Context: an optimization exercise on an open-source flow, tuned for small area, a short achievable clock period and few clock cycles per item. The choices shown serve that exercise and are no tape-out recipe.
Function was checked by simulation only, so behaviour that the tests miss may differ from the original.

==> delta <==
## iir_chan_sched
module iir_chan_sched #(
    parameter int                 NCH   = 4,
    parameter int                 SHIFT = 27,
    parameter logic signed [31:0] B1    = 32'sd25109419,
    parameter logic signed [31:0] B2    = 32'sd0,
    parameter logic signed [31:0] B3    = -32'sd25109419,
    parameter logic signed [31:0] A2    = -32'sd187539761,
    parameter logic signed [31:0] A3    = 32'sd83998890,
    localparam int                CW    = $clog2(NCH)
) (
    input  logic                 clk_i,
    input  logic                 reset_i,
    input  logic                 clr_valid_i,
    input  logic [CW-1:0]        clr_ch_i,
    input  logic                 in_valid_i,
    output logic                 in_ready_o,
    input  logic signed [31:0]   in_x_i,
    input  logic [CW-1:0]        in_ch_i,
    output logic                 out_valid_o,
    input  logic                 out_ready_i,
    output logic signed [31:0]   out_y_o,
    output logic [CW-1:0]        out_ch_o
);
    localparam int W   = 59;
    localparam int CAP = 3;
    localparam logic [W-1:0] OFF1 = 59'h73f6dd580010055;
    localparam logic [W-1:0] OFF2 = 59'h3c092667dff0012;
  ...
Settings: LEC_CHECK=0, CAP_MARGIN=20, CORE_MARGIN=2, CORE_UTILIZATION=45, CTS_CLUSTER_DIAMETER=100, CTS_CLUSTER_SIZE=24, SLEW_MARGIN=20, SYNTH_HIERARCHICAL=1; clock period 14.0 ns.
standard.sh (not shown) runs the stock make flow with config.mk's settings and CLKGATE_MAP_FILE= SYNTH_SCRIPT=/design/flow/synth_recipe.tcl, a recipe that flattens the netlist after the stock synthesis.
==> flow/flow/run.sh <==
#!/bin/bash
set -o pipefail
bash standard.sh SETUP_SLACK_MARGIN=10.0 TNS_END_PERCENT=5 \
  "BUFFER_PORTS_ARGS=-buffer_cell sky130_fd_sc_hd__buf_4" finish 2>&1 | tee standard_run.log
==> inputs of tundra, as changes to delta <==
--- a/flow/design.v
+++ b/flow/design.v
@@ -25,35 +25,45 @@
     localparam int CAP = 3;
     localparam logic [W-1:0] OFF1 = 59'h73f6dd580010055;
     localparam logic [W-1:0] OFF2 = 59'h3c092667dff0012;
     logic          clr_req;
     logic [CW-1:0] clr_ch;
     assign clr_req = clr_valid_i;
     assign clr_ch  = clr_ch_i;
     logic [1:0] ph_q;
-    logic        hv_q, hclr_q, in_ready_q;
+    logic        hv_q, hclr_q, busy_q, in_ready_q;
     logic [1:0]  hch_q;
     logic [31:0] hx_q;
     logic [1:0]  cnt_q;           
     logic        pop, disp, hold, take_s, take_c;
     logic        hv_d, hclr_d;
     logic [1:0]  hch_d, cnt_d;
+    assign in_ready_q = ~busy_q;
     logic [1:0] ph_n;
     logic       sp_n, rdy_d;
     assign take_s = in_valid_i & in_ready_q & ~clr_req;
     assign take_c = clr_req & in_ready_q;
     assign disp   = hv_q & (hch_q == ph_q) & (hclr_q | (cnt_q != 2'(CAP)));
     assign hold   = hv_q & ~disp;
     assign hv_d   = hold | take_s | take_c;
     assign hclr_d = hold ? hclr_q : clr_req;
     assign hch_d  = hold ? hch_q : (clr_req ? clr_ch : in_ch_i);
-    assign cnt_d  = cnt_q + 2'(disp & ~hclr_q) - 2'(pop);
+    logic       inc, full_np;
+    assign inc     = disp & ~hclr_q;
+    assign full_np = inc ? (cnt_q == 2'(CAP - 1)) : (cnt_q == 2'(CAP));
+    always_comb begin
+        case ({inc, pop})
+            2'b10:   cnt_d = cnt_q + 2'd1;
+            2'b01:   cnt_d = cnt_q - 2'd1;
+            default: cnt_d = cnt_q;
+        endcase
+    end
     assign ph_n   = ph_q + 2'd1;
-    assign sp_n   = (cnt_d != 2'(CAP));
+    assign sp_n   = pop | ~full_np;
     always_comb begin
         if (hold)
             rdy_d = (hch_q == ph_n) & (hclr_q | sp_n);
         else if (clr_req)
             rdy_d = (clr_ch == ph_n);
         else if (in_valid_i)
             rdy_d = (in_ch_i == ph_n) & sp_n;
         else
@@ -937,54 +947,58 @@
     iir_add59   u_adds1 (.a(t1a_q), .b(t1b_q), .s(s1n));
     iir_add59   u_adds2 (.a(t2a_q), .b(t2b_q), .s(s2n));
     assign y = acc_hi;
     logic [2:0]  ov_q;
     logic [33:0] oe_q [3];
     logic [2:0]  ov_d;
     logic [33:0] oe_d [3];
     assign pop = ov_q[0] & out_ready_i;
-    logic [2:0] ysel;
     always_comb begin
         if (pop) begin
             ov_d    = {1'b0, ov_q[2:1]};
             oe_d[0] = oe_q[1];
             oe_d[1] = oe_q[2];
             oe_d[2] = oe_q[2];
         end else begin
             ov_d    = ov_q;
             oe_d[0] = oe_q[0];
             oe_d[1] = oe_q[1];
             oe_d[2] = oe_q[2];
         end
-        ysel[0] = vb_q & ~ov_d[0];
-        ysel[1] = vb_q & ov_d[0] & ~ov_d[1];
-        ysel[2] = vb_q & ov_d[1];
-        ov_d    = ov_d | ysel;
+        if (vb_q) begin
+            if (!ov_d[0]) begin
+                ov_d[0] = 1'b1; oe_d[0] = {chb_q, y};
+            end else if (!ov_d[1]) begin
+                ov_d[1] = 1'b1; oe_d[1] = {chb_q, y};
+            end else begin
+                ov_d[2] = 1'b1; oe_d[2] = {chb_q, y};
+            end
+        end
     end
     always_ff @(posedge clk_i or posedge reset_i) begin
         if (reset_i) begin
             ph_q       <= 2'd3;
             hv_q       <= 1'b0;
-            in_ready_q <= 1'b1;
+            busy_q     <= 1'b0;
             cnt_q      <= '0;
             vb_q       <= 1'b0;
             cb_q       <= 1'b0;
             vc_q       <= 1'b0;
             cc_q       <= 1'b0;
             vd_q       <= 1'b0;
             cd_q       <= 1'b0;
             ve_q       <= 1'b0;
             ce_q       <= 1'b0;
             z_q        <= '1;
             ov_q       <= '0;
         end else begin
             ph_q       <= ph_q + 2'd1;
             hv_q       <= hv_d;
-            in_ready_q <= rdy_d;
+            busy_q     <= ~rdy_d;
             cnt_q      <= cnt_d;
             vb_q       <= disp & ~hclr_q;
             cb_q       <= disp & hclr_q;
             vc_q       <= vb_q;
             cc_q       <= cb_q;
             vd_q       <= vc_q;
             cd_q       <= cc_q;
             ve_q       <= vd_q;
@@ -1010,19 +1024,19 @@
         s1_q[0] <= s1_q[3];
         s1_q[1] <= ve_q ? s1n : (ce_q | z_q[0]) ? OFF1 : s1_q[0];
         s1_q[2] <= vb_q ? pc : s1_q[1];
         s1_q[3] <= s1_q[2];
         s2_q[0] <= s2_q[3];
         s2_q[1] <= ve_q ? s2n : (ce_q | z_q[0]) ? OFF2 : s2_q[0];
         s2_q[2] <= s2_q[1];
         s2_q[3] <= s2_q[2];
-        oe_q[0] <= ysel[0] ? {chb_q, y} : oe_d[0];
-        oe_q[1] <= ysel[1] ? {chb_q, y} : oe_d[1];
-        oe_q[2] <= ysel[2] ? {chb_q, y} : oe_d[2];
+        oe_q[0] <= oe_d[0];
+        oe_q[1] <= oe_d[1];
+        oe_q[2] <= oe_d[2];
     end
     assign in_ready_o  = in_ready_q;
     assign out_valid_o = ov_q[0];
     assign out_y_o     = oe_q[0][31:0];
     assign out_ch_o    = oe_q[0][33:32];
 endmodule
 module iir_fa (
     input  logic a,
==> flow/flow/run.sh (replaced) <==
#!/bin/bash
set -o pipefail
bash standard.sh SETUP_SLACK_MARGIN=10.1 TNS_END_PERCENT=5 \
  "BUFFER_PORTS_ARGS=-buffer_cell sky130_fd_sc_hd__buf_4" finish 2>&1 | tee standard_run.log
CORE_UTILIZATION = 55   (was 45)
==> results by group <==
Critical path
  – CP startpoint: busy_q$_DFF_PP0_

GRT
  – GR met1 Demand/Resource: 41.8%

Status
  – Outcome: no timing/DRC/antenna violations

Layout
  – Diodes inserted: 2
  – Multi-input combinational area share: 50.7%

Yosys
  – Distinct cells, synth: 84
# the run above: tundra

==> results by group <==
GRT
  – GR met1 Demand/Resource: 33.7%

Layout
  – Diodes inserted: 1
  – Multi-input combinational area share: 49.5%

Status
  – Outcome: no timing/DRC/antenna violations

Critical path
  – CP startpoint: oe_q[0][8]$_DFFE_PP_

STA
  – Relative slew slack: 34.8%
# the run above: delta

Testbench counts of delta, summed over its fixed seeds: cycles 3,224, items 3,200.
Testbench counts of tundra, summed over its fixed seeds: cycles 3,224, items 3,200.

==> port drivers added, routing unchanged <==
In the flow no input, the clock included, has a driving cell. The finished layouts below were timed again as built, in two steps. Step 1 sets driving cells, clkbuf_16 on the clock port and buf_2 on the other inputs (assumed; they add their load-dependent delay and slew). Step 2 also shifts input and output timing later by t, the mid clock arrival at the registers, as if the neighbouring blocks saw the same clock. a / b / c = no drivers / after step 1 / after step 2; a / b = the first two.
| run | shift t [ns] | setup WS [ns] | hold WS [ns] | slew at the worst register clock pin (ns) |
|---|---|---|---|---|
| delta | 0.736 | 9.866 / 9.800 / 9.223 | 0.325 / 0.325 / 0.325 | 0.11 / 0.11 |
| tundra | 0.734 | 9.972 / 9.898 / 9.626 | 0.322 / 0.322 / 0.322 | 0.10 / 0.10 |
After both steps every run listed still meets setup and hold. The setup slack of delta, which loses most, moves by -0.066 ns with the drivers and by -0.643 ns with both steps.
